From an optimization exercise on the open Yosys and OpenROAD flow, aimed at small area; shortcuts taken in it are not production practice.
Only simulation tests tie the RTL to the original design; equivalence was not proved.
No activity file was given, so power comes from the tool's default toggle rates.

Setup of rev 12:
==> flow/design.v <==
package qpu_pkg;
  localparam int XLEN         = 32;
  localparam int RF_NUM       = 16;
  localparam int RFIDX_W      = 4;
  localparam int TIME_W       = 32;
  localparam int EVENT_NUM    = 8;
  localparam int EVENT_DATA_W = 16;
  localparam int TIQ_DEPTH    = 4;
  localparam int IMM_W        = 16;
  localparam logic [3:0] OP_ADDI = 4'h1;  
  localparam logic [3:0] OP_ADD  = 4'h2;
  localparam logic [3:0] OP_SUB  = 4'h3;
  localparam logic [3:0] OP_LUI  = 4'h4;  
  localparam logic [3:0] OP_SETT = 4'h5;  
  localparam logic [3:0] OP_SETE = 4'h6;  
  localparam logic [3:0] OP_TPT  = 4'h7;  
endpackage
`timescale 1ns/1ps
module qpu_exu_rdmux (
  input  logic [15:1] i_sel,
  input  logic [15:1] i_d,
  output logic        o_q
);
  assign o_q = |(i_sel & i_d);
endmodule
`timescale 1ns/1ps
module qpu_exu_mux4 (
  input  logic [3:0] i_sel,
  input  logic [3:0] i_d,
  output logic       o_q
);
  assign o_q = |(i_sel & i_d);
endmodule
`timescale 1ns/1ps
module qpu_exu (
  input  logic        clk,
  input  logic        i_reset,
  input  logic        i_valid,
  input  logic [31:0] i_instr,
  input  logic        i_trigger,
  input  logic [31:0] i_trigger_clk,
  output logic        o_ready,
  output logic        o_clk_ena,
  output logic [7:0]  o_event_valid,
  output logic [15:0] o_event_data
);
  logic        full;
  logic        accept;
  assign o_ready = ~full;
  assign accept  = i_valid & ~full;
  logic [3:0]  op;
  logic [15:0] imm;
  logic        is_addi, is_add, is_sub, is_lui, is_sett, is_sete, is_tpt;
  assign op  = {i_instr[31] | i_reset, i_instr[30:28]};
  assign imm = i_instr[15:0];
  assign is_addi = (op == qpu_pkg::OP_ADDI);
  assign is_add  = (op == qpu_pkg::OP_ADD);
  assign is_sub  = (op == qpu_pkg::OP_SUB);
  assign is_lui  = (op == qpu_pkg::OP_LUI);
  assign is_sett = (op == qpu_pkg::OP_SETT);
  assign is_sete = (op == qpu_pkg::OP_SETE);
  assign is_tpt  = (op == qpu_pkg::OP_TPT);
  logic [31:0] rf_q [1:15];
  logic [15:1] vld_q;
  logic        rf_wen;
  logic [3:0]  rd;
  logic [31:0] sum;
  logic [15:1] sel1, sel2;
  logic        rr;           
  logic [31:0] rs1, rs2;
  assign rf_wen = accept & (is_addi | is_add | is_sub | is_lui);
  assign rr     = is_add | is_sub;
  assign rd     = i_instr[27:24];
  always_ff @(posedge clk) begin
    for (int i = 1; i < 16; i++) begin
      if (rf_wen && rd == 4'(i)) rf_q[i] <= sum;
    end
  end
  always_ff @(posedge clk) begin
    for (int i = 1; i < 16; i++) begin
      if (i_reset) vld_q[i] <= 1'b0;
      else if (rf_wen && rd == 4'(i)) vld_q[i] <= 1'b1;
    end
  end
  always_comb begin
    for (int i = 1; i < 16; i++) begin
      sel1[i] = vld_q[i] && !is_lui && !i_reset && i_instr[23:20] == 4'(i);
      sel2[i] = vld_q[i] && rr && i_instr[19:16] == 4'(i);
    end
  end
  for (genvar b = 0; b < 32; b++) begin : g_rd
    logic [15:1] col;
    for (genvar i = 1; i < 16; i++) begin : g_col
      assign col[i] = rf_q[i][b];
    end
    qpu_exu_rdmux u_rd1 (.i_sel(sel1), .i_d(col), .o_q(rs1[b]));
    qpu_exu_rdmux u_rd2 (.i_sel(sel2), .i_d(col), .o_q(rs2[b]));
  end
  logic [31:0] a;
  logic [31:0] b;
  assign a = rs1;
  always_comb begin
    b[15:0]  = ({16{is_addi | is_sett}} & imm)
             | (rs2[15:0] ^ {16{is_sub}});
    b[31:16] = ({16{is_addi & imm[15]}})
             | ({16{is_lui}} & imm)
             | (rs2[31:16] ^ {16{is_sub}});
  end
  logic [31:0] p, g;
  logic [31:0] gg [6];
  logic [31:0] pp [6];
  logic [31:0] c;
  always_comb begin
    p = a ^ b;
    g = a & b;
    g[0] = g[0] | (p[0] & is_sub);
    gg[0] = g;
    pp[0] = p;
    for (int l = 1; l <= 5; l++) begin
      gg[l] = gg[l-1];
      pp[l] = pp[l-1];
      for (int i = 0; i < 32; i++) begin
        if ((i % (1 << l)) == (1 << l) - 1) begin
          gg[l][i] = gg[l-1][i] | (pp[l-1][i] & gg[l-1][i - (1 << (l-1))]);
          pp[l][i] = pp[l-1][i] & pp[l-1][i - (1 << (l-1))];
        end
      end
    end
    for (int l = 4; l >= 1; l--) begin
      for (int i = 0; i < 32; i++) begin
        if ((i % (1 << l)) == (1 << (l-1)) - 1 && i >= (1 << l)) begin
          gg[5][i] = gg[5][i] | (pp[5][i] & gg[5][i - (1 << (l-1))]);
          pp[5][i] = pp[5][i] & pp[5][i - (1 << (l-1))];
        end
      end
    end
    c = {gg[5][30:0], is_sub};
  end
  assign sum = p ^ c;
  logic        tset, eset, push;
  logic [31:0] tm_q [4];
  logic [7:0]  mk_q [4];
  logic [15:0] dt_q [4];
  logic [1:0]  tcur_q, ecur_q;    
  logic        tref_q, eref_q;    
  logic [1:0]  twr, ewr;
  logic [1:0]  tp_q [4];          
  logic [1:0]  ep_q [4];
  logic [1:0]  wptr_q, rptr_q, lptr;
  logic [2:0]  cnt_q;
  logic        clk_ena_q;
  logic        rel_q;
  logic        empty;
  logic        pop;
  assign tset = i_reset | (accept & is_sett);
  assign eset = i_reset | (accept & is_sete);
  assign push = accept & is_tpt;
  assign twr = tcur_q + {1'b0, tref_q};
  assign ewr = ecur_q + {1'b0, eref_q};
  always_ff @(posedge clk) begin
    if (tset) tm_q[twr] <= sum;
    if (eset) begin
      mk_q[ewr] <= imm[7:0] & {8{~i_reset}};
      dt_q[ewr] <= rs1[15:0];
    end
    if (push) begin
      tp_q[wptr_q] <= tcur_q;
      ep_q[wptr_q] <= ecur_q;
    end
    if (tset) tcur_q <= twr;
    if (eset) ecur_q <= ewr;
  end
  assign full  = cnt_q[2];
  assign empty = (cnt_q == 3'd0);
  logic [3:0]  hsel, lsel;
  logic [31:0] head;
  logic [7:0]  lmask;
  always_comb begin
    for (int j = 0; j < 4; j++) begin
      hsel[j] = (tp_q[rptr_q] == 2'(j));
      lsel[j] = (ep_q[lptr] == 2'(j));
    end
  end
  for (genvar k = 0; k < 32; k++) begin : g_head
    qpu_exu_mux4 u_mux (.i_sel(hsel), .i_d({tm_q[3][k], tm_q[2][k], tm_q[1][k], tm_q[0][k]}), .o_q(head[k]));
  end
  for (genvar k = 0; k < 8; k++) begin : g_mask
    qpu_exu_mux4 u_mux (.i_sel(lsel), .i_d({mk_q[3][k], mk_q[2][k], mk_q[1][k], mk_q[0][k]}), .o_q(lmask[k]));
  end
  for (genvar k = 0; k < 16; k++) begin : g_data
    qpu_exu_mux4 u_mux (.i_sel(lsel), .i_d({dt_q[3][k], dt_q[2][k], dt_q[1][k], dt_q[0][k]}), .o_q(o_event_data[k]));
  end
  assign pop   = clk_ena_q & ~empty & (i_trigger_clk >= head);
  always_ff @(posedge clk) begin
    if (i_reset) begin
      wptr_q    <= '0;
      rptr_q    <= '0;
      cnt_q     <= '0;
      clk_ena_q <= 1'b0;
      rel_q     <= 1'b0;
      tref_q    <= 1'b0;
      eref_q    <= 1'b0;
    end else begin
      if (push) wptr_q <= wptr_q + 2'd1;
      if (pop) rptr_q <= rptr_q + 2'd1;
      if (push & ~pop) cnt_q <= cnt_q + 3'd1;
      else if (pop & ~push) cnt_q <= cnt_q - 3'd1;
      clk_ena_q <= clk_ena_q | i_trigger;
      rel_q     <= pop;
      if (push) tref_q <= 1'b1;
      else if (tset) tref_q <= 1'b0;
      if (push) eref_q <= 1'b1;
      else if (eset) eref_q <= 1'b0;
    end
  end
  assign lptr          = rptr_q - 2'd1;
  assign o_clk_ena     = clk_ena_q;
  assign o_event_valid = {8{rel_q}} & lmask;
endmodule
export LEC_CHECK = 0
export CAP_MARGIN = 20
export CORE_MARGIN = 2
export CORE_UTILIZATION = 75
export SLEW_MARGIN = 20
export SYNTH_HIERARCHICAL = 1
export SYNTH_MINIMUM_KEEP_SIZE = 0
create_clock -name core_clock -period 7.0 [get_ports {clk}]
standard.sh (not shown) runs the stock make flow with config.mk's settings and CLKGATE_MAP_FILE= SYNTH_SCRIPT=/design/flow/synth_recipe.tcl, a recipe that flattens the netlist after the stock synthesis.
==> flow/flow/run.sh <==
#!/bin/bash
# Standard layout with three changes after synthesis:
#  - ports are buffered with buf_1 instead of the default delay-cell buffer;
#  - the buffer repair may not use the largest buffers (buf_8/12/16), so it
#    drives high-fanout nets with several small buffers instead;
#  - clock tree: clkbuf_8 buffers over clusters of at most 16 sinks within
#    60 um, and no dummy loads.
# Synthesis is the standard one, unchanged.
set -euo pipefail

bash standard.sh synth > synth.log 2>&1

PLAT_DU=$(make -s -C "$FLOW_HOME" DESIGN_CONFIG="$FLOW_CONFIG" WORK_HOME="$PWD/orfs" \
  print-DONT_USE_CELLS 2>/dev/null | sed -n 's/^DONT_USE_CELLS: //p')
[ -n "$PLAT_DU" ] || { echo "could not read DONT_USE_CELLS" >&2; exit 1; }
echo "platform dont-use: $PLAT_DU" > layout.log

bash standard.sh \
  "DONT_USE_CELLS=$PLAT_DU sky130_fd_sc_hd__buf_8 sky130_fd_sc_hd__buf_12 sky130_fd_sc_hd__buf_16" \
  "BUFFER_PORTS_ARGS=-buffer_cell sky130_fd_sc_hd__buf_1" \
  "CTS_ARGS=-sink_clustering_enable -repair_clock_nets -sink_clustering_size 16 -sink_clustering_max_diameter 60 -dont_use_dummy_load -buf_list sky130_fd_sc_hd__clkbuf_8" \
  finish >> layout.log 2>&1
diff inputs: rev 12 => rev 13
--- a/flow/design.v
+++ b/flow/design.v
@@ -83,9 +83,9 @@
     end
   end
   always_comb begin
     for (int i = 1; i < 16; i++) begin
-      sel1[i] = vld_q[i] && !is_lui && !i_reset && i_instr[23:20] == 4'(i);
+      sel1[i] = vld_q[i] && i_instr[23:20] == 4'(i);
       sel2[i] = vld_q[i] && rr && i_instr[19:16] == 4'(i);
     end
   end
   for (genvar b = 0; b < 32; b++) begin : g_rd
@@ -97,9 +97,9 @@
     qpu_exu_rdmux u_rd2 (.i_sel(sel2), .i_d(col), .o_q(rs2[b]));
   end
   logic [31:0] a;
   logic [31:0] b;
-  assign a = rs1;
+  assign a = rs1 & {32{~(is_lui | i_reset)}};
   always_comb begin
     b[15:0]  = ({16{is_addi | is_sett}} & imm)
              | (rs2[15:0] ^ {16{is_sub}});
     b[31:16] = ({16{is_addi & imm[15]}})
Notes after the runs:
Relative to rev 12, global-route usage has increased by 2.9 points in rev 13. No stage failed in rev 13, and the final checks on the layout all came back clean. [compare] base=rev 12 new=rev 13: signed area change from the synthesized netlist to the final layout stayed essentially flat, slack of the critical path shrank by 0.022 ns. Diff rev 13..rev 12 | height of the die | negligible. Via count of rev 13 exceeds that of rev 12 by a few percent. Going from rev 12 to rev 13, average via count per standard cell increased by 0.16 relative to the old numbers; area after synthesis picked up an extra about 0.4%; flip-flop and latch count closely matched the old numbers; proportion of power drawn by flip-flops and latches fell 0.3 points.

==> re-timing with driven ports <==
Ports are ideal in the flow. The routed layouts listed here were re-timed in OpenROAD.
Step 1, drivers: a clkbuf_16 drives clk and a buf_2 each remaining input, both assumed.
Step 2 also shifts input and output timing later by t, the mid clock arrival at the registers, as if the neighbouring blocks saw the same clock.
Three values: ideal ports, drivers, drivers and shift; two values: the first two.
| run | t, ns | setup slack, ns | worst setup path at the end | worst data-port slew with drivers (ns) |
|---|---|---|---|---|
| rev 12 | 0.730 | 0.610 / 0.640 / -0.090 | input to register | 0.10 |
| rev 13 | 0.760 | 0.589 / 0.628 / -0.132 | input to register | 0.10 |
Met with ideal ports but missed after step 2: setup timing in rev 12 and rev 13. For rev 13, which loses most, drivers alone change the setup slack by +0.039 ns; drivers and shift together by -0.721 ns.
